What follows belongs to an exercise in optimizing a design on an open flow for small area, a short achievable clock period and few clock cycles per item; a production flow would make more cautious choices.
Function was checked by simulation only, so behaviour that the tests miss may differ from the original.
No activity file was given, so power comes from the tool's default toggle rates.

===== config.mk =====
export PLATFORM = sky130hd
export DESIGN_NAME = rv_core
export DESIGN_NICKNAME = rv_core
export VERILOG_FILES = /design/flow/design.v
export SDC_FILE = /design/flow/constraint.sdc
export NUM_CORES = 4
export LEC_CHECK = 0
export CAP_MARGIN = 20
export CORE_MARGIN = 2
export CORE_UTILIZATION = 40
export SLEW_MARGIN = 20

===== constraint.sdc =====
create_clock -name core_clock -period 5.0 [get_ports {g_clk}]
set_input_delay 1.0000 -clock core_clock [delete_from_list [all_inputs] [get_ports {g_clk}]]
set_output_delay 1.0000 -clock core_clock [all_outputs]
set_load 0.01 [all_outputs]

===== design.v =====
package rv_pkg;
    localparam int XLEN       = 32;             
    localparam int REG_ADDR_W = 5;              
    localparam int ALU_OP_W   = 4;              
    localparam logic [ALU_OP_W-1:0] ALU_ADD  = 4'd0;
    localparam logic [ALU_OP_W-1:0] ALU_SUB  = 4'd1;
    localparam logic [ALU_OP_W-1:0] ALU_SLL  = 4'd2;
    localparam logic [ALU_OP_W-1:0] ALU_SLT  = 4'd3;   
    localparam logic [ALU_OP_W-1:0] ALU_SLTU = 4'd4;   
    localparam logic [ALU_OP_W-1:0] ALU_XOR  = 4'd5;
    localparam logic [ALU_OP_W-1:0] ALU_SRL  = 4'd6;
    localparam logic [ALU_OP_W-1:0] ALU_SRA  = 4'd7;   
    localparam logic [ALU_OP_W-1:0] ALU_OR   = 4'd8;
    localparam logic [ALU_OP_W-1:0] ALU_AND  = 4'd9;
    localparam logic [6:0] OPC_OP     = 7'b0110011;   
    localparam logic [6:0] OPC_OP_IMM = 7'b0010011;   
    typedef struct packed {
        logic [6:0]            funct7;
        logic [REG_ADDR_W-1:0] rs2;
        logic [REG_ADDR_W-1:0] rs1;
        logic [2:0]            funct3;
        logic [REG_ADDR_W-1:0] rd;
        logic [6:0]            opcode;
    } r_fmt_t;
    typedef struct packed {
        logic [11:0]           imm12;          
        logic [REG_ADDR_W-1:0] rs1;
        logic [2:0]            funct3;
        logic [REG_ADDR_W-1:0] rd;
        logic [6:0]            opcode;
    } i_fmt_t;
    typedef union packed {
        r_fmt_t r_fmt;
        i_fmt_t i_fmt;
    } instr_u;
    typedef struct packed {
        logic [ALU_OP_W-1:0]   alu_op;         
        logic [XLEN-1:0]       opa;            
        logic [XLEN-1:0]       opb;            
        logic [REG_ADDR_W-1:0] rd;             
        logic                  rd_wen;         
        logic                  illegal;        
        logic [XLEN-1:0]       instr;          
        logic [XLEN-1:0]       pc;             
    } dec_op_t;
    typedef struct packed {
        logic [XLEN-1:0]       pc;             
        logic [XLEN-1:0]       instr;          
        logic [REG_ADDR_W-1:0] rd;             
        logic [XLEN-1:0]       result;         
        logic                  rd_wen;         
        logic                  trap;           
    } ret_t;
endpackage
import rv_pkg::*;
module rv_regfile (
    input  logic                  g_clk,
    input  logic                  i_rst,         
    input  logic [REG_ADDR_W-1:0] i_rs1_addr,
    input  logic [REG_ADDR_W-1:0] i_rs2_addr,
    output logic [XLEN-1:0]       o_rs1_data,
    output logic [XLEN-1:0]       o_rs2_data,
    input  logic                  i_rd_wen,      
    input  logic [REG_ADDR_W-1:0] i_rd_addr,
    input  logic [XLEN-1:0]       i_rd_wdata
);
    localparam int NREG = 2 ** REG_ADDR_W;
    logic [XLEN-1:0] regs [1:NREG-1];            
    always_ff @(posedge g_clk) begin
        if (i_rst) begin
            for (int r = 1; r < NREG; r++) begin
                regs[r] <= '0;
            end
        end else if (i_rd_wen && i_rd_addr != '0) begin
            regs[i_rd_addr] <= i_rd_wdata;       
        end
    end
    assign o_rs1_data = (i_rs1_addr == '0) ? '0 : regs[i_rs1_addr];
    assign o_rs2_data = (i_rs2_addr == '0) ? '0 : regs[i_rs2_addr];
endmodule
import rv_pkg::*;
module rv_decode (
    input  logic [XLEN-1:0]       i_instr_w,     
    input  logic [XLEN-1:0]       i_pc,          
    input  logic [XLEN-1:0]       i_rs1_data,    
    input  logic [XLEN-1:0]       i_rs2_data,
    input  logic                  i_ex_valid,    
    input  rv_pkg::dec_op_t               i_ex_op,       
    input  logic [XLEN-1:0]       i_ex_result,   
    input  logic                  i_ret_valid,   
    input  rv_pkg::ret_t                  i_ret,         
    output logic [REG_ADDR_W-1:0] o_rs1_addr,
    output logic [REG_ADDR_W-1:0] o_rs2_addr,
    output rv_pkg::dec_op_t               o_op           
);
    logic            is_op;                      
    logic            is_imm;                     
    logic            is_shift;                   
    logic            alt;                        
    logic            f7_ok;                      
    logic            illegal;                    
    logic [2:0]      funct3;
    logic [6:0]      funct7;                     
    logic [XLEN-1:0] rs1_val;                    
    logic [XLEN-1:0] rs2_val;
    logic [XLEN-1:0] imm_val;                    
    rv_pkg::instr_u          i_instr;                    
    assign i_instr = i_instr_w;
    assign funct3   = i_instr.r_fmt.funct3;
    assign funct7   = i_instr.r_fmt.funct7;
    assign is_op    = i_instr.r_fmt.opcode == OPC_OP;
    assign is_imm   = i_instr.i_fmt.opcode == OPC_OP_IMM;
    assign is_shift = funct3 == 3'b001 || funct3 == 3'b101;
    assign alt      = funct7 == 7'b0100000;
    assign f7_ok = (is_imm && !is_shift) || funct7 == 7'b0000000 ||
                   (alt && (funct3 == 3'b101 || (is_op && funct3 == 3'b000)));
    always_comb begin
        case (funct3)
            3'b000:  o_op.alu_op = (is_op && alt) ? ALU_SUB : ALU_ADD;
            3'b001:  o_op.alu_op = ALU_SLL;
            3'b010:  o_op.alu_op = ALU_SLT;
            3'b011:  o_op.alu_op = ALU_SLTU;
            3'b100:  o_op.alu_op = ALU_XOR;
            3'b101:  o_op.alu_op = alt ? ALU_SRA : ALU_SRL;
            3'b110:  o_op.alu_op = ALU_OR;
            default: o_op.alu_op = ALU_AND;
        endcase
    end
    assign o_rs1_addr = i_instr.r_fmt.rs1;
    assign o_rs2_addr = i_instr.r_fmt.rs2;       
    assign rs1_val = (i_ex_valid && i_ex_op.rd_wen && i_ex_op.rd != '0 &&
                      i_ex_op.rd == o_rs1_addr)             ? i_ex_result :
                     (i_ret_valid && i_ret.rd_wen && i_ret.rd != '0 &&
                      i_ret.rd == o_rs1_addr)               ? i_ret.result : i_rs1_data;
    assign rs2_val = (i_ex_valid && i_ex_op.rd_wen && i_ex_op.rd != '0 &&
                      i_ex_op.rd == o_rs2_addr)             ? i_ex_result :
                     (i_ret_valid && i_ret.rd_wen && i_ret.rd != '0 &&
                      i_ret.rd == o_rs2_addr)               ? i_ret.result : i_rs2_data;
    assign imm_val = is_shift ? {{(XLEN-5){1'b0}}, i_instr.i_fmt.imm12[4:0]} :
                     {{(XLEN-12){i_instr.i_fmt.imm12[11]}}, i_instr.i_fmt.imm12};
    assign illegal      = !((is_op || is_imm) && f7_ok);
    assign o_op.opa     = rs1_val;
    assign o_op.opb     = is_imm ? imm_val : rs2_val;
    assign o_op.rd      = i_instr.r_fmt.rd;
    assign o_op.illegal = illegal;
    assign o_op.rd_wen  = !illegal;               
    assign o_op.instr   = i_instr_w;
    assign o_op.pc      = i_pc;
endmodule
import rv_pkg::*;
module rv_exec_stage (
    input  logic            g_clk,
    input  logic            i_rst,           
    input  logic            i_ex_load,       
    input  logic            i_ret_load,      
    input  rv_pkg::dec_op_t         i_op,            
    output rv_pkg::dec_op_t         o_ex_op,         
    output logic [XLEN-1:0] o_ex_result,     
    output rv_pkg::ret_t            o_ret            
);
    rv_pkg::dec_op_t         ex_q;                   
    rv_pkg::ret_t            ret_q;                  
    logic [XLEN-1:0] alu_res;                
    logic [4:0]      shamt;                  
    logic            lt_s;                   
    logic            lt_u;                   
    always_ff @(posedge g_clk) begin
        if (i_rst) begin
            ex_q <= '0;
        end else if (i_ex_load) begin
            ex_q <= i_op;
        end
    end
    assign shamt = ex_q.opb[4:0];
    assign lt_s  = $signed(ex_q.opa) < $signed(ex_q.opb);
    assign lt_u  = ex_q.opa < ex_q.opb;
    always_comb begin
        case (ex_q.alu_op)
            ALU_ADD:  alu_res = ex_q.opa + ex_q.opb;
            ALU_SUB:  alu_res = ex_q.opa - ex_q.opb;
            ALU_SLL:  alu_res = ex_q.opa << shamt;
            ALU_SLT:  alu_res = {{(XLEN-1){1'b0}}, lt_s};
            ALU_SLTU: alu_res = {{(XLEN-1){1'b0}}, lt_u};
            ALU_XOR:  alu_res = ex_q.opa ^ ex_q.opb;
            ALU_SRL:  alu_res = ex_q.opa >> shamt;
            ALU_SRA:  alu_res = $unsigned($signed(ex_q.opa) >>> shamt);
            ALU_OR:   alu_res = ex_q.opa | ex_q.opb;
            ALU_AND:  alu_res = ex_q.opa & ex_q.opb;
            default:  alu_res = '0;
        endcase
    end
    assign o_ex_result = ex_q.illegal ? '0 : alu_res;
    always_ff @(posedge g_clk) begin
        if (i_rst) begin
            ret_q <= '0;
        end else if (i_ret_load) begin
            ret_q.pc     <= ex_q.pc;
            ret_q.instr  <= ex_q.instr;
            ret_q.rd     <= ex_q.rd;
            ret_q.result <= o_ex_result;
            ret_q.rd_wen <= ex_q.rd_wen;
            ret_q.trap   <= ex_q.illegal;    
        end
    end
    assign o_ex_op = ex_q;
    assign o_ret   = ret_q;
endmodule
import rv_pkg::*;
module rv_pipe_ctrl #(
    parameter logic [XLEN-1:0] PC_RESET_ADDR = 32'h1000_0000   
) (
    input  logic            g_clk,
    input  logic            i_rst,           
    input  logic            i_instr_valid,   
    output logic            o_instr_ready,   
    input  logic            i_ret_ready,     
    output logic            o_ret_valid,     
    output logic            o_ex_valid,      
    output logic            o_ex_load,       
    output logic            o_ret_load,      
    output logic [XLEN-1:0] o_pc,            
    input  logic            i_ret_wen,       
    output logic            o_rd_wen         
);
    logic            ex_valid_q;             
    logic            ret_valid_q;            
    logic            ret_xfer;               
    logic [XLEN-1:0] pc_q;
    assign ret_xfer      = ret_valid_q && i_ret_ready;
    assign o_ret_load    = ex_valid_q && (!ret_valid_q || i_ret_ready);
    assign o_instr_ready = !ex_valid_q || o_ret_load;    
    assign o_ex_load     = i_instr_valid && o_instr_ready;
    always_ff @(posedge g_clk) begin
        if (i_rst) begin
            ex_valid_q  <= 1'b0;
            ret_valid_q <= 1'b0;
        end else begin
            if (o_ex_load) begin
                ex_valid_q <= 1'b1;              
            end else if (o_ret_load) begin
                ex_valid_q <= 1'b0;              
            end
            if (o_ret_load) begin
                ret_valid_q <= 1'b1;
            end else if (ret_xfer) begin
                ret_valid_q <= 1'b0;
            end
        end
    end
    always_ff @(posedge g_clk) begin
        if (i_rst) begin
            pc_q <= PC_RESET_ADDR;
        end else if (o_ex_load) begin
            pc_q <= pc_q + 32'd4;
        end
    end
    assign o_pc        = pc_q;
    assign o_ex_valid  = ex_valid_q;
    assign o_ret_valid = ret_valid_q;
    assign o_rd_wen    = ret_xfer && i_ret_wen;    
endmodule
import rv_pkg::*;
module rv_core_top #(
    parameter logic [XLEN-1:0] PC_RESET_ADDR = 32'h1000_0000   
) (
    input  logic            g_clk,
    input  logic            i_rst,           
    input  logic            i_instr_valid,   
    input  logic [XLEN-1:0] i_instr,
    output logic            o_instr_ready,
    output logic            o_ret_valid,     
    output rv_pkg::ret_t            o_ret,
    input  logic            i_ret_ready
);
    logic                  ex_valid;         
    logic                  ex_load;          
    logic                  ret_load;         
    logic                  rd_wen;           
    logic [XLEN-1:0]       pc;               
    logic [REG_ADDR_W-1:0] rs1_addr;
    logic [REG_ADDR_W-1:0] rs2_addr;
    logic [XLEN-1:0]       rs1_data;         
    logic [XLEN-1:0]       rs2_data;
    rv_pkg::dec_op_t               dec_op;           
    rv_pkg::dec_op_t               ex_op;            
    logic [XLEN-1:0]       ex_result;
    rv_pipe_ctrl #(
        .PC_RESET_ADDR (PC_RESET_ADDR)
    ) rv_pipe_ctrl_i (
        .g_clk         (g_clk),
        .i_rst         (i_rst),
        .i_instr_valid (i_instr_valid),
        .o_instr_ready (o_instr_ready),
        .i_ret_ready   (i_ret_ready),
        .o_ret_valid   (o_ret_valid),
        .o_ex_valid    (ex_valid),
        .o_ex_load     (ex_load),
        .o_ret_load    (ret_load),
        .o_pc          (pc),
        .i_ret_wen     (o_ret.rd_wen),
        .o_rd_wen      (rd_wen)
    );
    rv_decode rv_decode_i (
        .i_instr_w   (i_instr),              
        .i_pc        (pc),
        .i_rs1_data  (rs1_data),
        .i_rs2_data  (rs2_data),
        .i_ex_valid  (ex_valid),
        .i_ex_op     (ex_op),
        .i_ex_result (ex_result),
        .i_ret_valid (o_ret_valid),
        .i_ret       (o_ret),
        .o_rs1_addr  (rs1_addr),
        .o_rs2_addr  (rs2_addr),
        .o_op        (dec_op)
    );
    rv_exec_stage rv_exec_stage_i (
        .g_clk       (g_clk),
        .i_rst       (i_rst),
        .i_ex_load   (ex_load),
        .i_ret_load  (ret_load),
        .i_op        (dec_op),
        .o_ex_op     (ex_op),
        .o_ex_result (ex_result),
        .o_ret       (o_ret)
    );
    rv_regfile rv_regfile_i (
        .g_clk      (g_clk),
        .i_rst      (i_rst),
        .i_rs1_addr (rs1_addr),
        .i_rs2_addr (rs2_addr),
        .o_rs1_data (rs1_data),
        .o_rs2_data (rs2_data),
        .i_rd_wen   (rd_wen),
        .i_rd_addr  (o_ret.rd),
        .i_rd_wdata (o_ret.result)
    );
endmodule
import rv_pkg::*;
module rv_core (
    input  logic                  g_clk,
    input  logic                  i_rst,           
    input  logic                  i_instr_valid,   
    input  logic [XLEN-1:0]       i_instr,
    output logic                  o_instr_ready,
    output logic                  o_ret_valid,     
    output logic [XLEN-1:0]       o_ret_pc,
    output logic [XLEN-1:0]       o_ret_instr,
    output logic [REG_ADDR_W-1:0] o_ret_rd,
    output logic [XLEN-1:0]       o_ret_result,
    output logic                  o_ret_rd_wen,
    output logic                  o_ret_trap,
    input  logic                  i_ret_ready
);
    rv_pkg::ret_t ret;
    rv_core_top #(
        .PC_RESET_ADDR (32'h1000_0000)
    ) rv_core_top_i (
        .g_clk         (g_clk),
        .i_rst         (i_rst),
        .i_instr_valid (i_instr_valid),
        .i_instr       (i_instr),
        .o_instr_ready (o_instr_ready),
        .o_ret_valid   (o_ret_valid),
        .o_ret         (ret),
        .i_ret_ready   (i_ret_ready)
    );
    assign o_ret_pc     = ret.pc;
    assign o_ret_instr  = ret.instr;
    assign o_ret_rd     = ret.rd;
    assign o_ret_result = ret.result;
    assign o_ret_rd_wen = ret.rd_wen;
    assign o_ret_trap   = ret.trap;
endmodule

===== run.sh =====
#!/bin/bash
# synth_recipe.tcl (not shown) runs the flow's synth.tcl, then flattens the netlist and writes it again
# the make line also repeats each setting of config.mk as NAME=value (left out here)
make -C /OpenROAD-flow-scripts/flow DESIGN_CONFIG=/design/flow/config.mk WORK_HOME=/design/flow/orfs CLKGATE_MAP_FILE= SYNTH_SCRIPT=/design/flow/synth_recipe.tcl finish

==> summary.txt <==
[cells in the final DEF (no fill, tap or decap), types with 100 or more instances in the layout]
| master | instances |
|---|---|
| a21oi_1 | 413 |
| and2_1 | 996 |
| buf_4 | 319 |
| clkbuf_16 | 145 |
| clkdlybuf4s50_1 | 127 |
| dfxtp_1 | 255 |
| edfxtp_1 | 1024 |
| ha_1 | 101 |
| inv_1 | 100 |
| mux2i_1 | 217 |
| mux4_2 | 548 |
| nand2_1 | 491 |
| nor2_1 | 197 |
| o21ai_0 | 156 |
[through the flow]
stage	area, um2	hold WS, ns	util
6_report	85000	0.452	0.459
5_1_grt	84900	0.467	0.459
4_1_cts	84900	0.454	0.458
3_5_place_dp	80200	0.446	0.433
3_3_place_gp	80000	0.436	0.432
2_1_floorplan	74700	0.432	-
[worst min-delay path by stage]
stage	startpoint	endpoint	slack [ns]	cells past startpoint
3_5_place_dp	rv_core_top_i.rv_exec_stage_i.ex_q[35]$_SDFFE_PP0P_	rv_core_top_i.rv_exec_stage_i.ret_q[42]$_SDFFE_PP0P_	0.45	2
3_3_place_gp	rv_core_top_i.rv_exec_stage_i.ex_q[53]$_SDFFE_PP0P_	rv_core_top_i.rv_exec_stage_i.ret_q[60]$_SDFFE_PP0P_	0.44	2
4_1_cts	rv_core_top_i.rv_exec_stage_i.ex_q[35]$_SDFFE_PP0P_	rv_core_top_i.rv_exec_stage_i.ret_q[42]$_SDFFE_PP0P_	0.45	2
5_1_grt	rv_core_top_i.rv_exec_stage_i.ex_q[49]$_SDFFE_PP0P_	rv_core_top_i.rv_exec_stage_i.ret_q[56]$_SDFFE_PP0P_	0.47	2
2_1_floorplan	rv_core_top_i.rv_exec_stage_i.ex_q[29]$_SDFFE_PP0P_	rv_core_top_i.rv_exec_stage_i.ret_q[100]$_SDFFE_PP0P_	0.43	2
6_report	rv_core_top_i.rv_exec_stage_i.ex_q[35]$_SDFFE_PP0P_	rv_core_top_i.rv_exec_stage_i.ret_q[42]$_SDFFE_PP0P_	0.45	2
[kinds of logic (layout without fill, tap and decap cells)]
group,Yosys count,after routing
buffers and inverters,739,859
other,1,37
AND/OR/NAND/NOR,2011,2011
flip-flops,1284,1284
AO/OA/AOI/OAI,1188,1188
XOR/XNOR,44,44
adder cells (fa/ha/maj),103,103
multiplexers,840,840
[registers in the layout (all words and copies together), names as in the netlist]
signal                                    count
rv_core_top_i.rv_regfile_i.regs            1024
rv_core_top_i.rv_exec_stage_i.ex_q          132
rv_core_top_i.rv_exec_stage_i.ret_q          96
rv_core_top_i.rv_pipe_ctrl_i.pc_q            30
rv_core_top_i.rv_pipe_ctrl_i.ex_valid_q       1
rv_core_top_i.rv_pipe_ctrl_i.ret_valid_q      1
[layout make-up]
type,instances,area [um2]
sequential,1284,36000
multi-input combinational,4220,36200
tap,2480,3100
antenna,3,7.51
fill,16700,100000
clock inverter,84,922
clock buffer,177,3840
inverter,108,408
timing repair buffer,490,4510
[critical path, cell delays in order, from the launching register on]
cell      delay (ns)
dfxtp_4         0.63
buf_4           0.46
mux4_2          0.64
mux4_2          0.47
a22oi_1         0.38
o221ai_1        0.22
a21oi_1         0.19
buf_4           0.15
nor2_1          0.14
o21ai_0         0.90
o22ai_1         0.18
[metal layers]
| metal | vias to the layer above | track usage | wire (um) |
|---|---|---|---|
| met1 | 29000 | 0.399 | 113000 |
| li1 | 23400 | - | - |
| met3 | 795 | 0.0665 | 30000 |
| met4 | 8 | 0.169 | 18800 |
| met2 | 3658 | 0.476 | 135000 |
| met5 | - | 0 | 58 |
[power groups by stage]
stage / sequential (W) / combinational [W] / clock (W)
global placement: 0.0124 / 0.00452 / 0
CTS: 0.0122 / 0.00455 / 0.0110
floorplan: 0.0123 / 0.00269 / 0
detailed placement: 0.0124 / 0.00453 / 0
global route: 0.0122 / 0.00484 / 0.0113
finish: 0.0122 / 0.00469 / 0.0109
==> summary.txt <==
Route
  – DRC violations left: 0
  – Drt wl/cell: 33.5 um
  – 1st-iter DRT viols: approximately 8300
  – Via density: 6.43
  – Vias: 56900
  – Detailed Route WL: approximately 300 mm
  – Routed Antenna Nets: 0
  – First drt pass iteration count: 6

STA
  – Final Max Tran Viols: 0
  – Crit share post-route: 0.919
  – Final hold vios: 0
  – Relative max-transition margin: 0.139
  – Crit path time final: 4.59 ns
  – Worst Slack Setup Final: ~0.41 ns
  – Final setup TNS: 0 ns
  – RSZ-0062 raised after global routing: no
  – Peak Freq: 218 MHz
  – Worst Tran Pin Value: 1.29 ns
  – Worst Clk Skew: approximately 0.046 ns
  – Final setup fails: 0

CTS
  – Cts repair resizes: 0
  – H-tree Lvls: 4
  – Hold-fix buffers, CTS: 0
  – Setup Fix Bufs, Post-CTS: 0
  – Clock Latency Late Sink: 0.83 ns
  – Num CTS Buffers: between 100 and 150
  – Root buf cell: clkbuf_16
  – Longest Clk Path Bufs: 3
  – TritonCTS clock tree: done
  – Clock Sinks: 1284
  – CTS clock-pin slew for the worst setup and hold paths: 0.06 ns

Global route
  – Largest net degree at the start of global routing: 93
  – Initial antenna violation count: 18
  – Total gr overflow: 0
  – Vias in the first global route: 55600
  – Gr usage total: 0.307
  – First-pass GRT wire length: approximately 420 mm

Power
  – P_int: ~0.020 W
  – Seq pwr share: 0.439
  – IR Drop Worst-Case VDD: 0.310 mV
  – Total power: 0.0278 W
  – Leakage: 30.2 nW
  – Pwr Density: 327 nW/um2
  – Clock share of power: 0.392
  – Combinational Power Share: 0.169
  – Sw frac: 0.288
  – Switching pwr: roughly 0.008 W

Cells and area
  – Non-Filler Instances: 8846
  – Nets: 6387
  – Area Overhead vs Synth: 14.0%
  – Ratio of cells with drive above 1 in the final layout: 0.209

Critical path
  – Critical R2R Capture: rv_core_top_i.rv_exec_stage_i.ex_q[80]$_SDFFE_PP0P_
  – Setup crit end kind: flip-flop
  – Reg2reg start: rv_core_top_i.rv_exec_stage_i.ex_q[71]$_SDFFE_PP0P_
  – Crit. Startpoint: rv_core_top_i.rv_exec_stage_i.ex_q[71]$_SDFFE_PP0P_
  – Startpoint Class: flip-flop
  – CP Max Fanout: 27
  – FF-to-FF path depth: 10
  – Reg2reg setup slack: between 0.4 and 0.5 ns
  – CP arrival: 5.24 ns
  – Setup CP Type: flip-flop to flip-flop
  – Setup crit end: rv_core_top_i.rv_exec_stage_i.ex_q[80]$_SDFFE_PP0P_
  – CP required: 5.65 ns

Synth
  – Yosys top cell by area: edfxtp_1
  – Largest family of logic cells by synthesized area: multiplexers
  – Synth cell types: 96
  – Cells after Synth: a little over 6000
  – Multiplexer share of the synthesized area: 0.206
  – EDFF count, synth: 1024
  – Xor/xnor share of the synthesized area: 0.00517
  – Adder-Cell Fraction of Synth Area: 0.0175
  – Syn. warnings: 11
  – Asr flop ratio synth: 0
  – Yosys top cell area share: 0.413
  – Synth Register Bits: 1284
  – Synth Flop Type: edfxtp_1
  – Cell Area, Synth: 74500 um2
  – Synth Area in Compound Gates: 0.103
  – Sequential area share after synthesis: 0.482
  – Post-Syn Area per Cell: 12.0 um2
  – Synth Area in Simple Gates: 0.144
  – Most common cell in the netlist: edfxtp_1
  – Largest cells by area after synthesis: edfxtp_1, mux4_2, and2_1
  – Commonest cells post-synth: edfxtp_1, and2_1, mux4_2, nand2_1, clkbuf_1

Floorplan
  – Rows: 158
  – Die height: 436 um
  – Core area: 185000 um2
  – I/O pin count: approximately 140
  – Die Wd: between 400 and 500 um
  – Die area: 190000 um2
  – Initial Utilization: 0.402

Worst hold path
  – Worst min-delay path class: flip-flop to flip-flop

Placement
  – Port buffer count: 138
  – Dpl cells: around 8600
  – Detailed Place HPWL: 201 mm
  – Setup WS pre-CTS: 0.347 ns
  – Global placement routability congestion: 0.993

Run
  – Max-cap viol count: 0

Status
  – Status: complete, no violations
Testbench counts, summed over its fixed seeds: cycles 4,816, items 4,800.

what the ideal ports hide:
Ports are ideal in the flow. The routed layout listed here was re-timed in OpenROAD. Step 1 (the two cells are an assumption about what drives the block):
set clk [get_ports {g_clk}]
set_driving_cell -lib_cell sky130_fd_sc_hd__clkbuf_16 $clk
set_driving_cell -lib_cell sky130_fd_sc_hd__buf_2 [delete_from_list [all_inputs] $clk]
Step 2 also shifts input and output timing later by t, the mid clock arrival at the registers, as if the neighbouring blocks saw the same clock. Slacks: ideal ports / drivers / drivers and shift; pairs: ideal ports / drivers.
shift t [ns]: 0.894
setup WS [ns]: 0.407 / 0.407 / 0.012
worst register clock-pin slew, ns: 0.07 / 0.07
After both steps this run still meets setup and hold. For this run, drivers alone change the setup slack by 0.000 ns; drivers and shift together by -0.395 ns.
